Source: an optimization exercise on an open RTL-to-GDS flow (aim: small area and a short achievable clock period). Production flows keep margins and buffers that such runs may drop.
Only simulation tests tie the RTL to the original design; equivalence was not proved.

## flow/design.v (module list and top-level ports; edited modules follow where they fit)
// module mul_pipe_unit: 1105 lines
module mul_pipe_unit #(
   parameter int WIDTH   = 32,
   parameter int LATENCY = 4
) (
   input  logic               clk,
   input  logic               rst,
   input  logic               start,
   input  logic               is_signed,
   input  logic [WIDTH-1:0]   a,
   input  logic [WIDTH-1:0]   b,
   input  logic               flush,
   output logic               busy,
   output logic               done,
   output logic [2*WIDTH-1:0] result,
   output logic [1:0]         dbg_state
);
  // ...
==> flow/flow/run.sh <==
#!/bin/bash
# Own layout flow: the standard flow, with two changes.
#  1. After the standard synthesis, flow/faflip.py re-chooses the polarity of each full-adder cell
#     (FA(~a,~b,~c) = ~FA(a,b,c)) so that most of the inverters Yosys's extract_fa leaves between
#     adders go away. Registers and all other cells are untouched.
#  2. Ports are buffered with sky130_fd_sc_hd__buf_1 instead of the flow's default pick.
#  3. repair_timing aims 5.8 ns beyond the clock period on the worst path only (no TNS repair).
# Each step's output goes to a log file of its own here; ORFS's own logs are under orfs/logs.
set -euo pipefail
R=orfs/results/sky130hd/mul_pipe_unit/base
bash standard.sh synth > log_synth.txt 2>&1
python3 flow/faflip.py $R/1_2_yosys.v $R/1_2_yosys.faflip.v > log_faflip.txt 2>&1
cp $R/1_2_yosys.v $R/1_2_yosys.orig.v
mv $R/1_2_yosys.faflip.v $R/1_2_yosys.v
rm -f $R/1_synth.odb
touch $R/1_2_yosys.v
bash standard.sh "BUFFER_PORTS_ARGS=-buffer_cell sky130_fd_sc_hd__buf_1" SETUP_SLACK_MARGIN=5.8 TNS_END_PERCENT=0 finish > log_finish.txt 2>&1
==> flow/flow/faflip.py <==
#!/usr/bin/env python3
"""Re-choose the polarity of full-adder cells in a Yosys netlist to drop inverters.

A full adder with all three inputs inverted gives both outputs inverted:
FA(~a,~b,~c) = (~sum, ~cout). Yosys's extract_fa often picks the inverted form, which leaves an
inv_1 between most pairs of adders. This pass looks through inv_1 cells, picks for each fa cell
whether to flip it so that the fewest inverters remain, and writes the netlist back with one
inverter per signal that some pin still needs in the other polarity. Flip-flops, ports and all
other cells are left as they are.

usage: faflip.py IN.v OUT.v
"""
import re
import sys

INV = "sky130_fd_sc_hd__inv_1"
FA_PREFIX = "sky130_fd_sc_hd__fa_"
OUT_PINS = {"X", "Y", "Q", "Q_N", "SUM", "COUT", "HI", "LO"}

src = open(sys.argv[1]).read()
m = re.search(r"^(module\s.*?;\n)(.*?)^endmodule", src, re.S | re.M)
head, body = m.group(1), m.group(2)
pre, post = src[: m.start()], src[m.end():]

# split body into declarations, cells and assigns
cell_re = re.compile(r"^\s*(sky130_fd_sc_hd__\w+)\s+(\S+)\s*\((.*?)\);\s*$", re.S | re.M)
decl_lines = []
cells = []
assigns = []
pos = 0
for cm in cell_re.finditer(body):
    chunk = body[pos:cm.start()]
    for ln in chunk.splitlines():
        if ln.strip().startswith("assign"):
            assigns.append(ln)
        elif ln.strip():
            decl_lines.append(ln)
    pins = [(p, s.strip()) for p, s in re.findall(r"\.(\w+)\(([^()]*)\)", cm.group(3))]
    cells.append([cm.group(1), cm.group(2), pins])
    pos = cm.end()
for ln in body[pos:].splitlines():
    if ln.strip().startswith("assign"):
        assigns.append(ln)
    elif ln.strip():
        decl_lines.append(ln)

ports = set()
for ln in head.split("(", 1)[1].split(")")[0].split(","):
    ports.add(ln.strip())


def base_name(net):
    n = net.strip()
    if n.startswith("\\"):
        n = n.split()[0]
    return re.sub(r"\[\d+\]$", "", n.lstrip("\\"))


assign_nets = set()
for a in assigns:
    for tok in re.findall(r"\\\S+|[A-Za-z_][\w$]*(?:\s*\[\d+\])?", a):
        assign_nets.add(base_name(tok))

fixed_net = lambda n: base_name(n) in ports or base_name(n) in assign_nets

# inverters we may absorb: inv_1 whose output is an internal net
inv_of = {}     # output net -> input net
inv_cells = set()
for i, (t, n, pins) in enumerate(cells):
    if t == INV:
        d = dict(pins)
        if not fixed_net(d["Y"]):
            inv_of[d["Y"]] = d["A"]
            inv_cells.add(i)


def resolve(net):
    """(base net, polarity) of a net, looking through absorbable inverters."""
    q = 0
    seen = 0
    while net in inv_of and seen < 8:
        net = inv_of[net]
        q ^= 1
        seen += 1
    return net, q


# drivers of base nets
driver = {}
for i, (t, n, pins) in enumerate(cells):
    if i in inv_cells:
        continue
    for p, s in pins:
        if p in OUT_PINS:
            driver[s] = (i, p)

fa_idx = [i for i, c in enumerate(cells) if c[0].startswith(FA_PREFIX)]
# an fa may flip only if none of its output nets is a port or used by an assign
can_flip = {}
for i in fa_idx:
    d = dict(cells[i][2])
    can_flip[i] = not any(fixed_net(d[p]) for p in ("SUM", "COUT") if p in d)

flip = {i: 0 for i in fa_idx}

# consumer pins: (cell index, pin, base, q0)
uses = {}
for i, (t, n, pins) in enumerate(cells):
    if i in inv_cells:
        continue
    for p, s in pins:
        if p in OUT_PINS:
            continue
        b, q = resolve(s)
        uses.setdefault(b, []).append((i, p, q))
# nets used by assigns or ports (outputs) need their own polarity
for b in list(inv_of.keys()):
    pass


def phys_pol(b):
    dv = driver.get(b)
    if dv and dv[0] in flip:
        return flip[dv[0]]
    return 0


def need(b):
    """(needs true copy, needs inverted copy) relative to the physical net of b."""
    pp = phys_pol(b)
    t = f = False
    for (i, p, q) in uses.get(b, []):
        want = q ^ (flip[i] if i in flip else 0)
        if want == pp:
            t = True
        else:
            f = True
    return t, f


def cost_of(b):
    t, f = need(b)
    return 1 if f else 0


def local_nets(i):
    d = dict(cells[i][2])
    nets = set()
    for p in ("A", "B", "CIN"):
        nets.add(resolve(d[p])[0])
    for p in ("SUM", "COUT"):
        if p in d:
            nets.add(d[p])
    return nets


total0 = sum(cost_of(b) for b in set(uses))
improved = True
rounds = 0
while improved and rounds < 20:
    improved = False
    rounds += 1
    for i in fa_idx:
        if not can_flip[i]:
            continue
        nets = local_nets(i)
        before = sum(cost_of(b) for b in nets)
        flip[i] ^= 1
        after = sum(cost_of(b) for b in nets)
        if after < before:
            improved = True
        else:
            flip[i] ^= 1
total1 = sum(cost_of(b) for b in set(uses))
sys.stderr.write(f"faflip: {len(inv_cells)} absorbable inverters, signals needing an inverter "
                 f"{total0} -> {total1}, flipped {sum(flip.values())} of {len(fa_idx)} adders\n")

# rebuild
new_decl = []
counter = [0]


def fresh(prefix):
    counter[0] += 1
    name = f"_faflip_{prefix}{counter[0]}_"
    new_decl.append(f"  wire {name};")
    return name


inv_net = {}   # base -> net carrying the complement of its physical net
phys_net = {}  # base -> physical net name (renamed when the driver flips)
for b in set(uses) | set(driver):
    phys_net[b] = b
for i in fa_idx:
    if flip[i]:
        d = dict(cells[i][2])
        for p in ("SUM", "COUT"):
            if p in d:
                phys_net[d[p]] = fresh("p")

new_cells = []
for b in sorted(set(uses)):
    t, f = need(b)
    if f:
        nm = fresh("n")
        inv_net[b] = nm
        new_cells.append((INV, f"_faflip_inv{counter[0]}_", [("A", phys_net[b]), ("Y", nm)]))

out_cells = []
for i, (t, n, pins) in enumerate(cells):
    if i in inv_cells:
        continue
    newpins = []
    for p, s in pins:
        if p in OUT_PINS:
            newpins.append((p, phys_net.get(s, s)))
            continue
        b, q = resolve(s)
        want = q ^ (flip[i] if i in flip else 0)
        if want == phys_pol(b):
            newpins.append((p, phys_net[b]))
        else:
            newpins.append((p, inv_net[b]))
    out_cells.append((t, n, newpins))
out_cells.extend(new_cells)

# a flipped adder's old output net may still be a consumer-free name: if some pin wanted the
# true value of a flipped signal it now reads the inverter, so the old name is simply unused.
lines = [head]
lines.extend(decl_lines)
lines.extend(new_decl)
for t, n, pins in out_cells:
    pl = ",\n".join(f"    .{p}({s}{' ' if s.startswith(chr(92)) else ''})" for p, s in pins)
    lines.append(f"  {t} {n} (\n{pl}\n  );")
lines.extend(assigns)
open(sys.argv[2], "w").write(pre + "\n".join(lines) + "\nendmodule" + post)
==> flow/standard.sh <==
#!/bin/bash
# synth_recipe.tcl (not shown) runs the flow's synth.tcl, then flattens the netlist and writes it again
# the make line also repeats each setting of config.mk as NAME=value (left out here)
make -C /OpenROAD-flow-scripts/flow DESIGN_CONFIG=/design/flow/config.mk WORK_HOME=/design/flow/orfs CLKGATE_MAP_FILE= SYNTH_SCRIPT=/design/flow/synth_recipe.tcl "${@:-finish}"
==> flow/config.mk <==
export PLATFORM = sky130hd
export DESIGN_NAME = mul_pipe_unit
export DESIGN_NICKNAME = mul_pipe_unit
export VERILOG_FILES = /design/flow/design.v
export SDC_FILE = /design/flow/constraint.sdc
export NUM_CORES = 4
export LEC_CHECK = 0
export CAP_MARGIN = 20
export CORE_MARGIN = 2
export CORE_UTILIZATION = 55
export SLEW_MARGIN = 20
==> flow/constraint.sdc <==
create_clock -name core_clock -period 11.0 [get_ports {clk}]
set_input_delay 2.2000 -clock core_clock [delete_from_list [all_inputs] [get_ports {clk}]]
set_output_delay 2.2000 -clock core_clock [all_outputs]
set_load 0.01 [all_outputs]
==> run notes, run 1 <==
The run finished with no timing, DRC or antenna violations. The worst register-to-register path begins at sel_one[1]. After layout, the minimum clock period comes to a little over 5 ns. For this configuration, the core starts out at a cell density of a little under three fifths. The number of logic inverters in the finished layout is 98.

The met3 usage in global routing is roughly a tenth. The clock buffer count from CTS came out at 17. The required time at the worst-slack endpoint came out at about 11 ns. The count of input and output buffers came out at ~140. The minimum setup slack in the final design came out at ~6 ns. The number of design rule violations left after detail routing is 0.

In this run the top signal layer used is met4. The total number of cells along the worst setup path came out at 17. Measured on the finished design, the core utilization comes to 65.2%. The largest registers in the layout are result_r x64, a_r x33, acc x33.

The accumulated negative setup slack came out at 0 ns. The start point of the worst min-delay path is result_r[20]. In this run the tightest slew margin relative to its limit is 38.9%. Tracing the worst setup path back leads to its startpoint at sel_one[1]. Including well taps, the total number of placed cells is 2,056. The multi-input combinational cells in the finished layout cover a total of 0.0114 mm². Between 1,000 and 1,500 cells are multi-input combinational gates. The worst hold margin came out at 0.455 ns. The path class of the tightest hold or removal check is reg -> reg. The die covers approximately 0.030 mm².

The remaining antenna violation count came out at 0. After clock tree synthesis, the flow added hold-fix buffers numbering 0. The die is ~170 µm wide. The total routing resource utilization after global routing came out at about a third.

The total grt overflow came out at 0.
==> inputs of run 2 (changes only) <==
--- a/flow/flow/run.sh
+++ b/flow/flow/run.sh
@@ -6,3 +6,3 @@
 #  2. Ports are buffered with sky130_fd_sc_hd__buf_1 instead of the flow's default pick.
-#  3. repair_timing aims 5.8 ns beyond the clock period on the worst path only (no TNS repair).
+#  3. repair_timing aims 6.3 ns beyond the clock period on the worst path only (no TNS repair).
 # Each step's output goes to a log file of its own here; ORFS's own logs are under orfs/logs.
@@ -16,2 +16,2 @@
 touch $R/1_2_yosys.v
-bash standard.sh "BUFFER_PORTS_ARGS=-buffer_cell sky130_fd_sc_hd__buf_1" SETUP_SLACK_MARGIN=5.8 TNS_END_PERCENT=0 finish > log_finish.txt 2>&1
+bash standard.sh "BUFFER_PORTS_ARGS=-buffer_cell sky130_fd_sc_hd__buf_1" SETUP_SLACK_MARGIN=6.3 TNS_END_PERCENT=0 finish > log_finish.txt 2>&1
==> run 2 against run 1 <==
  * Sequential share of layout area fell by 0.72 points
  * Clock-buffer cell count rose by 2
  * Register-to-register slack improved by 0.11 ns
  * Non-clock buffer count rose by 21
==> run notes, run 2 <==
The flow ran to the end and the layout has no timing, DRC or antenna violations. The worst register-to-register path begins at a_r[16]. STA classifies the critical path startpoint as a flip-flop. The total routing resource utilization after global routing is 35.4% (+1.4 points). The number of clock sinks seen by CTS came out at 176. The maximum root-to-sink buffer count came out at 2. For this run, the number of Yosys warnings is 1.

The via count of the first global-routing pass came to between 10,000 and 15,000. The cell depth of the worst hold path came out at 2. In the layout the commonest cells are sky130_fd_sc_hd__a22oi_1 (169), sky130_fd_sc_hd__nand2_1 (160), sky130_fd_sc_hd__xnor2_1 (150), sky130_fd_sc_hd__buf_1 (135), sky130_fd_sc_hd__fa_1 (133). The reg-to-reg setup timing slack is approximately 6.0 ns. The required time at the worst-slack endpoint came out at 11.31 ns (-0.07 ns). The final layout contains 2,113 nets. The top-level port count is between 100 and 150. The first-pass GRT wire length is between 80,000 and 90,000 µm. The maximum number of pins on one net before global-route repair came out at 71. The flip-flop count of the largest register, all copies and words added is 64. The category of the worst setup path capture point is a flip-flop. For this block, the initial DRC count from the detailed router was roughly 1,400. The last weighted congestion value of the routability-driven placer is between 0.9 and 1. Clock skew on the completed layout was measured at 0.0168 ns. The worst setup path is of the reg -> reg kind. The total number of vias came out at roughly 13,000. The first-pass detailed-route iteration total came out at 5. The final hold violation count came to 0.

The worst hold path begins at result_r[27]. The number of standard cells in the layout, taps in and fillers out came out at around 2,200. The shortest period the worst path allows was 5.04 ns (-0.108 ns). From synthesis to final layout, the design area changed by 20.1%. Dividing the detail-routed wire length by the instance count gives about 24 µm. The net count after synthesis came out at roughly 2,000. The die height came out at roughly 170 µm. The full die area came out at 0.0300 mm² (unchanged). The largest registers in the layout are result_r x64, a_r x33, acc x33.

The remaining antenna violation count is 0 (unchanged). The max-slew violation total from the final report is 0. The via count normalized by instance count came out at just over 6. In this run the critical register-to-register path is captured at acc[28]. After legalization and detailed placement, the total HPWL measured ~34,000 µm. After layout, the worst path uses 45.8% of the clock period. Setup repair after global routing could not meet its margin everywhere. The worst endpoint data arrival time is about 5.4 ns. The highest net fanout along the worst path came out at 6. The post-route netlist has between 10% and 20% of its cells at a drive strength greater than 1. Synthesis produced around 1,700 cells. In this run the number of H-tree levels came out at 4. The starting density of the core is 56.2% (unchanged). The achievable frequency came out at about 200 MHz. In this run the mean area of a mapped cell was 9.46 µm². The number of design rule violations left after detail routing came out at 0 (unchanged). The worst hold path terminates at result_r[27]. The chip width is 173 µm (unchanged). The total grt overflow came to 0 (unchanged).

The accumulated negative setup slack came out at 0 ns (unchanged). The number of hold buffers added after cts is 0 (unchanged). Ranked by flip-flop count, first place goes to result_r.

The instance count after placement with tap cells included came out at 2,055 (-0.049%). The post-synthesis instance area is 0.0157 mm². For the pin with the worst max-slew slack, the measured transition is between 0.9 and 1 ns.

The clock buffer count from CTS came to 17 (unchanged). The CTS tree is yes. The cell depth of the worst flop-to-flop path is 16. The clock slew at the register clock pins of the worst setup and hold paths is 0.08 ns. Leaving out fill and tap cells, the most frequent cell in the layout is sky130_fd_sc_hd__a22oi_1. The floorplan step defined a core boundary enclosing ~0.028 mm².

The clock latency on the worst-skew pair is around 0.46 ns. The number of core rows is a little over 60. The routed wire length is between 50,000 and 60,000 µm. The clock root buffer is sky130_fd_sc_hd__clkbuf_16. The count of input and output buffers is 135 (unchanged). The number of setup violations in the final report came out at 0. Max-cap violations in this run came to 0.

The number of antenna violations at the first check in global routing came out at 3. The relative slew slack came out at 36.4% (-2.5 points). The tightest min-delay check is of the reg -> reg type.
==> run 2: cell types whose count changed in the layout (fill, tap and decap cells not counted), moves of 5 or more <==
cell and change:
sky130_fd_sc_hd__a21oi_1 -9, sky130_fd_sc_hd__a21oi_2 +6, sky130_fd_sc_hd__a22oi_1 -8, sky130_fd_sc_hd__a22oi_2 +8
sky130_fd_sc_hd__buf_4 +10, sky130_fd_sc_hd__fa_1 -20, sky130_fd_sc_hd__fa_2 +20, sky130_fd_sc_hd__ha_4 +7
sky130_fd_sc_hd__nand2_1 -7, sky130_fd_sc_hd__nand2_2 +5, sky130_fd_sc_hd__o21ai_0 -7, sky130_fd_sc_hd__o21ai_1 +5
sky130_fd_sc_hd__xnor2_1 -7, sky130_fd_sc_hd__xnor2_2 +7
==> run 2: worst max-delay path by stage <==
stage,from,endpoint,slack (ns),cells after the start
6_report,a_r[16],acc[28],5.96,16
2_1_floorplan,a_r[10],acc[17],6.28,17
4_1_cts,a_r[16],acc[32],6.08,17
3_3_place_gp,sel_neg[3],acc[29],5.07,17
3_5_place_dp,sel_one[1],acc[29],5.00,17
5_1_grt,a_r[16],result_r[62],5.81,17
==> run 2: critical path, cell delays in order, from the launching register on <==
cell	delay [ns]
sky130_fd_sc_hd__edfxtp_1	0.54
sky130_fd_sc_hd__buf_4	0.21
sky130_fd_sc_hd__a22oi_2	0.20
sky130_fd_sc_hd__xnor2_2	0.17
sky130_fd_sc_hd__fa_2	0.49
sky130_fd_sc_hd__fa_2	0.37
sky130_fd_sc_hd__fa_1	0.46
sky130_fd_sc_hd__fa_1	0.57
sky130_fd_sc_hd__ha_4	0.24
sky130_fd_sc_hd__a21oi_4	0.22
sky130_fd_sc_hd__o21ai_1	0.13
sky130_fd_sc_hd__o2bb2ai_1	0.36
sky130_fd_sc_hd__a32oi_2	0.23
sky130_fd_sc_hd__a41oi_2	0.27
sky130_fd_sc_hd__o21a_1	0.23
sky130_fd_sc_hd__xor2_1	0.15
sky130_fd_sc_hd__nor2_1	0.06
==> run 2: layer usage <==
| metal | part of all wire (%) | vias up | track usage (%) | wire length, µm |
|---|---|---|---|---|
| li1 | - | 5965 | - | - |
| met4 | 3.4 | 2 | 12.3 | 1820 |
| met2 | 45 | 769 | 54.2 | 23700 |
| met3 | 11 | 118 | 9.45 | 5590 |
| met5 | 0.024 | - | 0 | 13 |
| met1 | 42 | 6632 | 48.6 | 22100 |
==> run 2: layout make-up <==
cell class | instances | area (µm²)
Inverter | 98 | 372
Antenna cell | 2 | 5.00
Clock buffer | 19 | 454
Fill cell | 2325 | 9100
Tap cell | 378 | 473
Timing Repair Buffer | 262 | 1770
Sequential cell | 176 | 3910
Clock inverter | 13 | 163
Multi-Input combinational cell | 1249 | 11800
==> run 2: metrics by stage <==
| stage | utilization (%) | area [µm²] | hold WS (ns) | setup WS [ns] |
|---|---|---|---|---|
| floorplan | - | 15900 | 0.428 | 6.28 |
| global placement | 58.5 | 16400 | 0.439 | 5.07 |
| detailed placement | 58.5 | 16400 | 0.443 | 5.00 |
| CTS | 66.0 | 18500 | 0.455 | 6.08 |
| global route | 67.5 | 18900 | 0.472 | 5.81 |
| finish | 67.5 | 18900 | 0.453 | 5.96 |
==> run 2: what timing repair did <==
item | in CTS | in global routing
pin swaps | 78 | 39
gates cloned | 3 | 1
setup buffers | 78 | 26
endpoints found under the setup margin | 67 | 55
gates resized for setup | 174 | 47
==> inputs of run 3 (changes only) <==
==> flow/flow/run.sh (replaced) <==
#!/bin/bash
# Own layout flow: the standard flow, with these changes.
#  1. After the standard synthesis, flow/faflip.py re-chooses the polarity of each full-adder cell
#     (FA(~a,~b,~c) = ~FA(a,b,c)) so that most of the inverters Yosys's extract_fa leaves between
#     adders go away. Registers and all other cells are untouched.
#  2. Ports are buffered with sky130_fd_sc_hd__buf_1 instead of the flow's default pick.
#  3. Up to CTS, repair_timing aims 5.8 ns beyond the clock period on the worst path only (no TNS
#     repair); routing and the steps after it run with the standard margin.
# Each step's output goes to a log file of its own here; ORFS's own logs are under orfs/logs.
set -euo pipefail
R=orfs/results/sky130hd/mul_pipe_unit/base
PORTS="BUFFER_PORTS_ARGS=-buffer_cell sky130_fd_sc_hd__buf_1"
bash standard.sh synth > log_synth.txt 2>&1
python3 flow/faflip.py $R/1_2_yosys.v $R/1_2_yosys.faflip.v > log_faflip.txt 2>&1
cp $R/1_2_yosys.v $R/1_2_yosys.orig.v
mv $R/1_2_yosys.faflip.v $R/1_2_yosys.v
rm -f $R/1_synth.odb
touch $R/1_2_yosys.v
bash standard.sh "$PORTS" SETUP_SLACK_MARGIN=5.8 TNS_END_PERCENT=0 cts > log_cts.txt 2>&1
bash standard.sh "$PORTS" finish > log_finish.txt 2>&1
==> run 3 against run 2 <==
  * Synthesized cell count stayed put
  * Wire length is 4.3% lower
  * Critical endpoint is now result_r[60]
  * Still clean
  * Sequential cell count stayed put
  * Clock-buffer cell count is 2 lower
  * Final area is 7.9% lower
  * Clock skew is 0.0032 ns lower
  * Critical path depth stayed put
  * Final cell count is 3.4% lower
==> run notes, run 3 <==
The required time at the worst-slack endpoint came to 11.38 ns (+0.07 ns). The first-pass detailed-route iteration total came to 6 (+1). The flow ran to the end and the layout has no timing, DRC or antenna violations. The top-level port count was 137 (unchanged). Compared with the post-synthesis result, the final layout area differs by 10.6%.

Setup repair after global routing left no endpoint under its margin. The count of input and output buffers came to 135 (unchanged). The worst endpoint data arrival time was 5.67 ns (+0.32 ns). The endpoint identified for the worst register-to-register timing path is result_r[60]. The worst setup path is launched from a flip-flop.

The clock slew at the register clock pins of the worst setup and hold paths came out at 0.08 ns (about the same). The number of warnings reported in the yosys synthesis log is 1 (unchanged). The share of cells above drive strength 1 is 8.49% (-11 points). The CTS tree is yes. The critical-path cell with the highest stage delay is sky130_fd_sc_hd__fa_1. The shortest period the worst path allows is 5.30 ns (+0.258 ns).

The core area is 0.0280 mm² (unchanged). The accumulated negative setup slack was 0 ns (unchanged). The number of core rows is 61 (unchanged). The area occupied by multi-input gates is 0.0110 mm² (-6.4%). The part of the cycle the worst path needs came to 48.2% (+2.3 points). The storage element area is 0.00390 mm² (-0.26%). The chip width is 173 µm (unchanged). The half-perimeter wire length after detailed placement came out at 34,500 µm (about the same). The via count of the first global-routing pass came out at 13,100 (-2.8%).

The cell depth of the worst flop-to-flop path is 16 (unchanged). The critical path class is reg -> reg. More flip-flops sit in one register than any other, and that register is result_r. The total grt overflow is 0 (unchanged). The worst register-to-register path begins at sel_neg[1]. The maximum number of pins on one net before global-route repair came out at 69 (-2.8%).

In the layout the commonest cells are sky130_fd_sc_hd__a22oi_1 (192), sky130_fd_sc_hd__nand2_1 (167), sky130_fd_sc_hd__xnor2_1 (162), sky130_fd_sc_hd__fa_1 (160), sky130_fd_sc_hd__buf_1 (135). The number of antenna violations at the first check in global routing came out at 1 (-2). The max-slew violation total from the final report came to 0 (unchanged).

The highest net fanout along the worst path is 35 (+29). The net count after synthesis is 1,974 (unchanged). The path with the worst hold slack has its endpoint at result_r[20]. In this run the worst hold path is classified as reg -> reg. The signal on the critical path passes through buf_8 > xnor2_1 > fa_1 > fa_1 > fa_1 > fa_1 > ha_2 > a21o_1 > o21bai_1 > or2_2 > a311oi_2 > a21oi_2 > o41ai_2 > xnor2_1 > nand2_1 > a21oi_1.

The instance count after placement with tap cells included came out at 2,056 (+0.049%). The full die area is 0.0300 mm² (unchanged). The last weighted congestion value of the routability-driven placer came to 0.899 (-2.2%).

The clock buffer count from CTS came out at 17 (unchanged). The number of hold buffers added after cts came out at 0 (unchanged). The number of standard cells in the layout, taps in and fillers out is 2,123 (-3.4%). The level count of the clock H-tree came out at 4 (unchanged). The via count normalized by instance count came out at 6.16 (+0.32%). The number of fillers in the final layout was 2,507 (+7.8%). The clock latency on the worst-skew pair came out at 0.45 ns (about the same). The die height was 173 µm (unchanged). The maximum root-to-sink buffer count is 2 (unchanged). The final hold violation count is 0 (unchanged).

The final worst clock skew is 0.0136 ns (-0.00317 ns). The average cell area after synthesis was 9.46 µm² (unchanged). The most common cell after layout, fill and taps aside is sky130_fd_sc_hd__a22oi_1. The routed wire length was 50,800 µm (-4.3%).

The cell sitting at the root of the clock tree is a sky130_fd_sc_hd__clkbuf_16. The layout net count came out at 2,040 (-3.5%). The number of instances in the synthesized netlist is 1,665 (unchanged). In this run the most critical hold path is launched from result_r[20]. The worst hold margin is 0.454 ns (+0.00153 ns). The critical path's most frequent cell is sky130_fd_sc_hd__fa_1. The stage delay of the slowest cell on the critical path was 0.59 ns (+0.02 ns). The wire length per cell after detailed routing came out at 23.9 µm (-0.97%). The number of clock sinks seen by CTS came to 176 (unchanged).

The cell depth of the worst hold path came out at 2 (unchanged). The achievable frequency is 189 MHz (-4.9%). The starting DRC count in detailed routing was 1,363 (-5.6%). The number of design rule violations left after detail routing is 0 (unchanged). The total routing resource utilization after global routing came out at 34.0% (-1.4 points). The remaining antenna violation count came to 0 (unchanged). The transition time at the pin with the least slew margin came out at 0.927 ns (-0.0272 ns). The reg-to-reg setup timing slack is 5.70 ns (-0.26 ns). The post-synthesis instance area is 0.0157 mm² (unchanged). The starting density of the core was 56.2% (unchanged). The total number of vias is 13,100 (-3.1%). The max capacitance violation total came out at 0 (unchanged). The flip-flop count of the largest register, all copies and words added is 64 (unchanged). The core occupancy in the finished layout came out at 62.2% (-5.3 points). The relative slew slack was 38.2% (+1.8 points).

The largest registers in the layout are result_r x64, a_r x33, acc x33. The worst setup path is captured at a flip-flop. The first-pass GRT wire length is 77,700 µm (-3.8%). The number of setup violations in the final report came out at 0 (unchanged).
==> run 3: changes by cell type in the layout (fill, tap and decap cells not counted), moves of 12 or more <==
cell,change
sky130_fd_sc_hd__a21oi_1,+16
sky130_fd_sc_hd__fa_2,-27
sky130_fd_sc_hd__ha_1,+20
sky130_fd_sc_hd__xnor2_1,+12
sky130_fd_sc_hd__xnor2_2,-12
sky130_fd_sc_hd__o21ai_0,+14
sky130_fd_sc_hd__a22oi_1,+23
sky130_fd_sc_hd__fa_1,+27
sky130_fd_sc_hd__a22oi_2,-23
sky130_fd_sc_hd__ha_4,-16
sky130_fd_sc_hd__buf_4,-52
==> run 3: per-stage QoR <==
stage	cell area, µm²	setup slack (ns)
final	17400	5.70
after global routing	17400	5.41
after CTS	17400	5.73
after detailed placement	16300	5.14
after global placement	16300	5.14
after floorplan	15800	5.83
==> run 3: how the worst max path moves through the flow <==
| stage | depth (start not counted) | start | end |
|---|---|---|---|
| 6_report | 16 | sel_neg[1] | result_r[60] |
| 5_1_grt | 16 | a_r[5] | acc[30] |
| 4_1_cts | 15 | a_r[25] | acc[30] |
| 3_5_place_dp | 16 | sel_one[3] | acc[30] |
| 3_3_place_gp | 16 | sel_one[3] | acc[30] |
| 2_1_floorplan | 17 | sel_neg[0] | result_r[60] |
==> run 3: worst max-delay path: cells and delay by family (launching register included) <==
kind                     cells  cell delay, ns
flip-flops                   1            0.33
AND/OR/NAND/NOR              2            0.40
adder cells (fa/ha/maj)      5            2.42
XOR/XNOR                     2            0.35
buffers and inverters        1            0.37
AO/OA/AOI/OAI                6            1.32
==> run 3: cell type report <==
class | instances | area share, %
diodes | 1 | 0.0144
well taps | 378 | 2.72
repair buffers | 189 | 5.92
flip-flops and latches | 176 | 22.4
multi-input cells | 1249 | 63.2
clock buffers | 17 | 2.44
inverters | 98 | 2.11
clock inverters | 15 | 1.24
==> run 3: repair_timing <==
action | in CTS | in global routing
endpoints found under the hold margin | 0 | 0
endpoints found under the setup margin | 45 | 0
resized for setup | 39 | 0
setup buffers | 32 | 0
==> run 3: per-layer routing <==
layer  up-vias  wire [µm]  GRT usage (%)
met2       683      22500           51.6
met5         -          0              0
met3       103       5230           9.61
li1       5811          -              -
met4         0       1710           12.1
met1      6477      21400           46.8

re-timing with driven ports:
How much do the figures lean on ideal ports? The routed layouts below were timed once more, with nothing changed but the port constraints.
Step 1 assumes that a clkbuf_16 drives the clock port and a buf_2 every other input.
Step 2, shift: input delay + t, output delay - t, t = (earliest + latest rising clock arrival at the registers) / 2. This alone moves slack from input paths to output paths.
Three values: ideal, step 1, step 2; two values: the first two.
run	shift t [ns]	slack for setup (ns)	worst hold slack (ns)
run 1	0.500	5.851 / 5.851 / 5.851	0.455 / 0.455 / 0.455
run 2	0.506	5.959 / 5.959 / 5.959	0.453 / 0.453 / 0.453
run 3	0.498	5.701 / 5.701 / 5.701	0.454 / 0.454 / 0.454
After both steps every run listed still meets setup and hold.
